This is an optimization exercise on Yosys and OpenROAD, whose aim is small area, not a production implementation. Only simulation tests tie the RTL to the original design; equivalence was not proved. Power is estimated from default activity; no workload was simulated.

T:
==> flow/design.v (excerpt) <==
module rv_core (
  input  logic        i_clk,
  input  logic        i_rst,
  input  logic        i_valid_i,
  input  logic        i_valid_d,
  input  logic [31:0] i_data_in_i,
  input  logic [31:0] i_data_in_d,
  output logic [31:0] o_addr_i,
  output logic [31:0] o_addr_d,
  output logic [3:0]  o_we_d,
  output logic        o_rd_d,
  output logic [31:0] o_data_out_d
);
Size: ~1,700 cells after synthesis, roughly 1,100 flip-flops, roughly 27,000 um^2 of cells after synthesis.
clock: 7.0 ns
lec_check: 0
cap_margin: 20
core_margin: 2
core_utilization: 70
place_density: 0.85
slew_margin: 20
standard.sh (not shown) runs the stock make flow with config.mk's settings and CLKGATE_MAP_FILE= SYNTH_SCRIPT=/design/flow/synth_recipe.tcl, a recipe that flattens the netlist after the stock synthesis.
==> flow/flow/run.sh <==
#!/bin/bash
# Standard ORFS layout, with small port buffers and a clock tree of small
# buffers without dummy loads. Each tool's output goes to a log file here.
set -euo pipefail
export BUFFER_PORTS_ARGS="-buffer_cell sky130_fd_sc_hd__buf_1"
export RECOVER_POWER=100
export CTS_ARGS="-sink_clustering_enable -repair_clock_nets -dont_use_dummy_load -buf_list sky130_fd_sc_hd__clkbuf_8 -sink_clustering_size 19 -sink_clustering_max_diameter 100"
bash standard.sh synth > log_synth.txt 2>&1
bash standard.sh finish > log_finish.txt 2>&1
Final checks on T, whose flow otherwise completed, came back failing, citing capacitance limit, slew limit.
Changes in P relative to T:
diff --git a/flow/flow/run.sh b/flow/flow/run.sh
--- a/flow/flow/run.sh
+++ b/flow/flow/run.sh
@@ -5,3 +5,2 @@
 export BUFFER_PORTS_ARGS="-buffer_cell sky130_fd_sc_hd__buf_1"
-export RECOVER_POWER=100
 export CTS_ARGS="-sink_clustering_enable -repair_clock_nets -dont_use_dummy_load -buf_list sky130_fd_sc_hd__clkbuf_8 -sink_clustering_size 19 -sink_clustering_max_diameter 100"
### Flow results
P: flow completed, timing, DRC and antenna clean
To summarise T: no stage aborted, but the layout did not pass its checks, failing on capacitance limit, slew limit.
The final area was comparable across T and P.
As far as x dimension of the die goes, P and T are indistinguishable; the numbers are identical.
Measured against each other, T and P differ in fraction of final layout cells sized beyond drive strength 1, the lower figure coming from T.
Of P and T, it is P that has the higher setup slack.
Comparing P with T, the clock network power came out essentially unchanged.
| total of hold buffers inserted after clock tree synthesis | P vs T | ≈ equal |
Any difference in final cell utilization of the core between P and T is small enough to ignore.
P -> T: combinational gate power flat
Compared P against T; total of flip-flops plus latches after synthesis within noise.

========
The RTL this note starts from:
==> flow/design.v <==
`default_nettype none
`default_nettype wire
`default_nettype none
module rv_core (
  input  logic        i_clk,
  input  logic        i_rst,
  input  logic        i_valid_i,
  input  logic        i_valid_d,
  input  logic [31:0] i_data_in_i,
  input  logic [31:0] i_data_in_d,
  output logic [31:0] o_addr_i,
  output logic [31:0] o_addr_d,
  output logic [3:0]  o_we_d,
  output logic        o_rd_d,
  output logic [31:0] o_data_out_d
);
  localparam logic [2:0] S_CLR   = 3'd0;   
  localparam logic [2:0] S_FETCH = 3'd1;   
  localparam logic [2:0] S_EX1   = 3'd2;   
  localparam logic [2:0] S_EX2   = 3'd3;   
  localparam logic [2:0] S_MEMW  = 3'd4;   
  logic [2:0]  st;
  logic [4:0]  ph;
  logic [31:2] ir;
  logic [31:0] pc_q;
  logic [31:0] a_q;
  logic [31:0] d_q;
  logic [4:0]  sh;
  logic        c1;
  logic        c2;
  logic        eqf;
  logic        ltf;
  logic        last;
  logic        ex1;
  logic        ex2;
  logic        memw;
  logic        end_pass;
  logic [2:0] f3;
  logic       is_br;
  logic       is_jal;
  logic       is_jalr;
  logic       is_jump;
  logic       is_alu;
  logic       is_op;
  logic       is_u;
  logic       is_lui;
  logic       is_auipc;
  logic       is_load;
  logic       is_store;
  logic       alu_sh;
  logic       alu_slt;
  logic       alu_sll;
  logic       alu_sra;
  logic       alu_log;
  logic       two_pass;
  logic       final_pass;
  assign f3       = ir[14:12];
  assign is_br    = ir[6] & ~ir[2];
  assign is_jal   = ir[6] & ir[3];
  assign is_jalr  = ir[6] & ir[2] & ~ir[3];
  assign is_jump  = ir[6] & ir[2];
  assign is_alu   = ~ir[6] & ir[4] & ~ir[2];
  assign is_op    = is_alu & ir[5];
  assign is_u     = ~ir[6] & ir[2];
  assign is_lui   = is_u & ir[5];
  assign is_auipc = is_u & ~ir[5];
  assign is_load  = ~ir[6] & ~ir[4] & ~ir[5];
  assign is_store = ~ir[6] & ~ir[4] & ir[5];
  assign alu_sh   = is_alu & (f3[1:0] == 2'b01);
  assign alu_slt  = is_alu & (f3[2:1] == 2'b01);
  assign alu_sll  = alu_sh & ~f3[2];
  assign alu_sra  = alu_sh & f3[2] & ir[30];
  assign alu_log  = is_alu & f3[2] & (f3[1:0] != 2'b01);
  assign two_pass   = is_br | is_load | alu_sh | alu_slt;
  assign ex1        = (st == S_EX1);
  assign ex2        = (st == S_EX2);
  assign memw       = (st == S_MEMW);
  assign end_pass   = (ph == 5'd31);
  assign final_pass = (ex1 & ~two_pass) | ex2;
  logic [4:0]  lo;
  logic        bj;
  logic [31:0] imm;
  logic        immb;
  assign lo = (ir[5] & ~ir[4] & ~ir[2]) ? ir[11:7] : ir[24:20];
  assign bj = is_br | is_jal;
  assign imm[0]     = ~(is_u | bj) & lo[0];
  assign imm[4:1]   = is_u ? 4'd0 : lo[4:1];
  assign imm[10:5]  = is_u ? 6'd0 : ir[30:25];
  assign imm[11]    = ~is_u & (bj ? lo[0] : ir[31]);
  assign imm[19:12] = (is_u | is_jal) ? ir[19:12] : {8{ir[31]}};
  assign imm[31:20] = is_u ? ir[31:20] : {12{ir[31]}};
  assign immb       = imm[ph];
  logic [31:0] rf_out;
  logic        wen;
  logic        wbit;
  logic        rs1b;
  logic        rs2b;
  assign rf_out[0] = 1'b0;
  genvar r;
  generate
    for (r = 1; r < 32; r++) begin : g_rf
      logic [31:0] q;
      always_ff @(posedge i_clk) begin
        q <= {(wen && (ir[11:7] == r)) ? wbit : q[0], q[31:1]};
      end
      assign rf_out[r] = q[0];
    end
  endgenerate
  assign rs1b = rf_out[ir[19:15]];
  assign rs2b = rf_out[ir[24:20]];
  logic pcb;
  logic four;
  logic opb;
  logic inv;
  logic x1;
  logic y1;
  logic cin1;
  logic sum1;
  logic cout1;
  logic x2;
  logic y2;
  logic cin2;
  logic sum2;
  logic taken;
  logic lt;
  logic newpc;
  logic pc_in;
  logic a_in;
  logic d_in;
  logic [4:0] tap;
  logic dtap;
  logic ld_in;
  assign pcb  = pc_q[0];
  assign four = (ph == 5'd2);
  assign opb  = (is_op | is_br) ? rs2b : immb;
  assign inv  = (is_op & (f3 == 3'd0) & ir[30]) | alu_slt | is_br | alu_sll;
  assign x1    = (is_jump | is_auipc) ? pcb : (is_lui | alu_sh) ? 1'b0 : rs1b;
  assign y1    = is_jump ? four : (opb ^ inv);
  assign cin1  = (ph == 5'd0) ? inv : c1;
  assign sum1  = x1 ^ y1 ^ cin1;
  assign cout1 = (x1 & y1) | (x1 & cin1) | (y1 & cin1);
  assign lt = (x1 ^ opb) ? ((is_br ? f3[1] : f3[0]) ? opb : x1) : ~cout1;
  assign taken = (f3[2] ? ltf : eqf) ^ f3[0];
  assign x2    = is_jalr ? rs1b : pcb;
  assign y2    = (is_jump | (is_br & taken)) ? immb : four;
  assign cin2  = (ph == 5'd0) ? 1'b0 : c2;
  assign sum2  = x2 ^ y2 ^ cin2;
  assign newpc = (ph[4:1] != 4'd0) & sum2;
  assign pc_in = (st == S_CLR) ? 1'b0 : final_pass ? newpc : pcb;
  assign a_in  = memw ? a_q[0] : sum1;
  assign tap  = is_load ? {sh[1:0], 3'b000} : sh;
  assign dtap = d_q[tap];
  assign ld_in = f3[1] | (~ph[4] & (f3[0] | ~ph[3]));
  always_comb begin
    if (ex1 & is_store) begin
      if (f3[1]) d_in = rs2b;
      else if (f3[0]) d_in = ph[4] ? d_q[16] : rs2b;
      else d_in = (ph[4] | ph[3]) ? d_q[24] : rs2b;
    end else if (ex1 & alu_sh) begin
      d_in = ~alu_sll & rs1b;
    end else if (ex2 & alu_sh) begin
      d_in = alu_sll ? rs1b : (alu_sra & d_q[31]);
    end else begin
      d_in = d_q[0];
    end
  end
  always_comb begin
    wen  = 1'b0;
    wbit = sum1;
    if (ex1) begin
      wen  = ~two_pass & ~is_store & ~is_br;
      wbit = alu_log ? (f3[1] ? (f3[0] ? (rs1b & opb) : (rs1b | opb)) : (rs1b ^ opb)) : sum1;
    end else if (ex2) begin
      wen = ~is_br;
      if (is_load) wbit = ld_in ? dtap : (~f3[2] & last);
      else if (alu_slt) wbit = (ph == 5'd0) & ltf;
      else wbit = (alu_sll & (sh == 5'd0)) ? rs1b : dtap;
    end
  end
  logic en;
  logic [2:0] st_nx;
  assign en = i_valid_i & i_valid_d;
  always_comb begin
    st_nx = st;
    case (st)
      S_CLR, S_FETCH: st_nx = i_valid_i ? S_EX1 : S_FETCH;
      S_EX1: begin
        if (is_load) st_nx = i_valid_d ? S_EX2 : S_MEMW;
        else if (is_store) st_nx = en ? S_EX1 : S_MEMW;
        else if (two_pass) st_nx = S_EX2;
        else st_nx = i_valid_i ? S_EX1 : S_FETCH;
      end
      S_MEMW: begin
        if (is_load) st_nx = i_valid_d ? S_EX2 : S_MEMW;
        else st_nx = en ? S_EX1 : S_MEMW;
      end
      default: st_nx = i_valid_i ? S_EX1 : S_FETCH;
    endcase
  end
  always_ff @(posedge i_clk) begin
    if (i_rst) begin
      st <= S_CLR;
      ph <= 5'd0;
    end else begin
      ph <= ph + 5'd1;
      if (end_pass) st <= st_nx;
    end
  end
  always_ff @(posedge i_clk) begin
    if (end_pass && (st_nx == S_EX1)) ir <= i_data_in_i[31:2];
  end
  always_ff @(posedge i_clk) begin
    pc_q <= {pc_in, pc_q[31:1]};
    a_q  <= {a_in, a_q[31:1]};
    if (end_pass & is_load & i_valid_d) d_q <= i_data_in_d;
    else d_q <= {d_in, d_q[31:1]};
    c1   <= cout1;
    c2   <= (x2 & y2) | (x2 & cin2) | (y2 & cin2);
    last <= wbit;
    if (ex1 && (ph < 5'd5)) sh <= {sum1, sh[4:1]};
    if (ex1) eqf <= ((ph == 5'd0) | eqf) & ~(x1 ^ opb);
    if (ex1 && end_pass) ltf <= lt;
  end
  logic mem_st;
  assign mem_st = end_pass & is_store & (ex1 | memw);
  assign o_addr_i     = {pc_in, pc_q[31:3], 2'b00};
  assign o_addr_d     = {a_in, a_q[31:1]};
  assign o_data_out_d = {d_in, d_q[31:1]};
  assign o_rd_d       = end_pass & is_load & (ex1 | memw);
  always_comb begin
    o_we_d = 4'b0000;
    if (mem_st) begin
      if (f3[1]) o_we_d = 4'b1111;
      else if (f3[0]) o_we_d = a_q[2] ? 4'b1100 : 4'b0011;
      else o_we_d = 4'b0001 << a_q[2:1];
    end
  end
endmodule
`default_nettype wire
export LEC_CHECK = 0
export CAP_MARGIN = 20
export CORE_MARGIN = 2
export CORE_UTILIZATION = 70
export PLACE_DENSITY = 0.85
export SLEW_MARGIN = 20
create_clock -name core_clock -period 7.0 [get_ports {i_clk}]
==> flow/flow/run.sh <==
#!/bin/bash
# Standard ORFS layout, with small port buffers and a clock tree of small
# buffers without dummy loads. Each tool's output goes to a log file here.
set -euo pipefail
export BUFFER_PORTS_ARGS="-buffer_cell sky130_fd_sc_hd__buf_1"
export CTS_ARGS="-sink_clustering_enable -repair_clock_nets -dont_use_dummy_load -buf_list sky130_fd_sc_hd__clkbuf_8 -sink_clustering_size 20 -sink_clustering_max_diameter 40"
bash standard.sh synth > log_synth.txt 2>&1
bash standard.sh finish > log_finish.txt 2>&1
Rerun with:
--- a/flow/flow/run.sh
+++ b/flow/flow/run.sh
@@ -6 +6 @@
-export CTS_ARGS="-sink_clustering_enable -repair_clock_nets -dont_use_dummy_load -buf_list sky130_fd_sc_hd__clkbuf_8 -sink_clustering_size 20 -sink_clustering_max_diameter 40"
+export CTS_ARGS="-sink_clustering_enable -repair_clock_nets -dont_use_dummy_load -buf_list sky130_fd_sc_hd__clkbuf_4 -sink_clustering_size 10 -sink_clustering_max_diameter 40"
=>
- clock-buffer cell count climbs by 46
- global-route usage climbs by 0.27 points
- non-clock buffer count does not change
- combinational power barely changes
- worst setup slack gets worse by 190 ps
- area after synthesis stays the same
- final area drops by 0.74%
- via count climbs by 2.4%
- total power drops by 2.8%
- cell count climbs by 2.0%
- hold slack gets better by 26 ps
Rerun with:
--- a/flow/flow/run.sh
+++ b/flow/flow/run.sh
@@ -6 +6 @@
-export CTS_ARGS="-sink_clustering_enable -repair_clock_nets -dont_use_dummy_load -buf_list sky130_fd_sc_hd__clkbuf_4 -sink_clustering_size 10 -sink_clustering_max_diameter 40"
+export CTS_ARGS="-sink_clustering_enable -repair_clock_nets -dont_use_dummy_load -buf_list sky130_fd_sc_hd__clkbuf_8 -sink_clustering_size 18 -sink_clustering_max_diameter 60"
=>
- utilization barely changes
- die area does not change
- setup slack is better by 140 ps
- non-clock buffer count does not change
- clock power increases by about 2%
- register-to-register slack loses 20 ps
- critical path depth is unchanged
- power grows by 0.37%
- via count fell by 2.6%
- global-route usage climbs by 0.44 points

[what the ideal ports hide]
How much do the figures lean on ideal ports? The routed layouts below were timed once more, with nothing changed but the port constraints. Step 1, drivers: a clkbuf_16 drives i_clk and a buf_2 each remaining input, both assumed. Step 2 also shifts input and output timing later by t, the mid clock arrival at the registers, as if the neighbouring blocks saw the same clock. Three values: ideal ports, drivers, drivers and shift; two values: the first two.
| run | t (ns) | setup WS [ns] | slew at the worst register clock pin (ns) |
|---|---|---|---|
| T | 0.673 | 0.990 / 0.990 / 0.990 | 0.12 / 0.12 |
| P | 0.673 | 1.115 / 1.065 / 1.738 | 0.12 / 0.12 |
| the first run of note 2 | 0.685 | 1.084 / 1.035 / 1.720 | 0.11 / 0.11 |
| the second run of note 2 | 0.820 | 0.892 / 0.838 / 1.658 | 0.11 / 0.11 |
| the third run of note 2 | 0.679 | 1.035 / 0.985 / 1.664 | 0.11 / 0.11 |
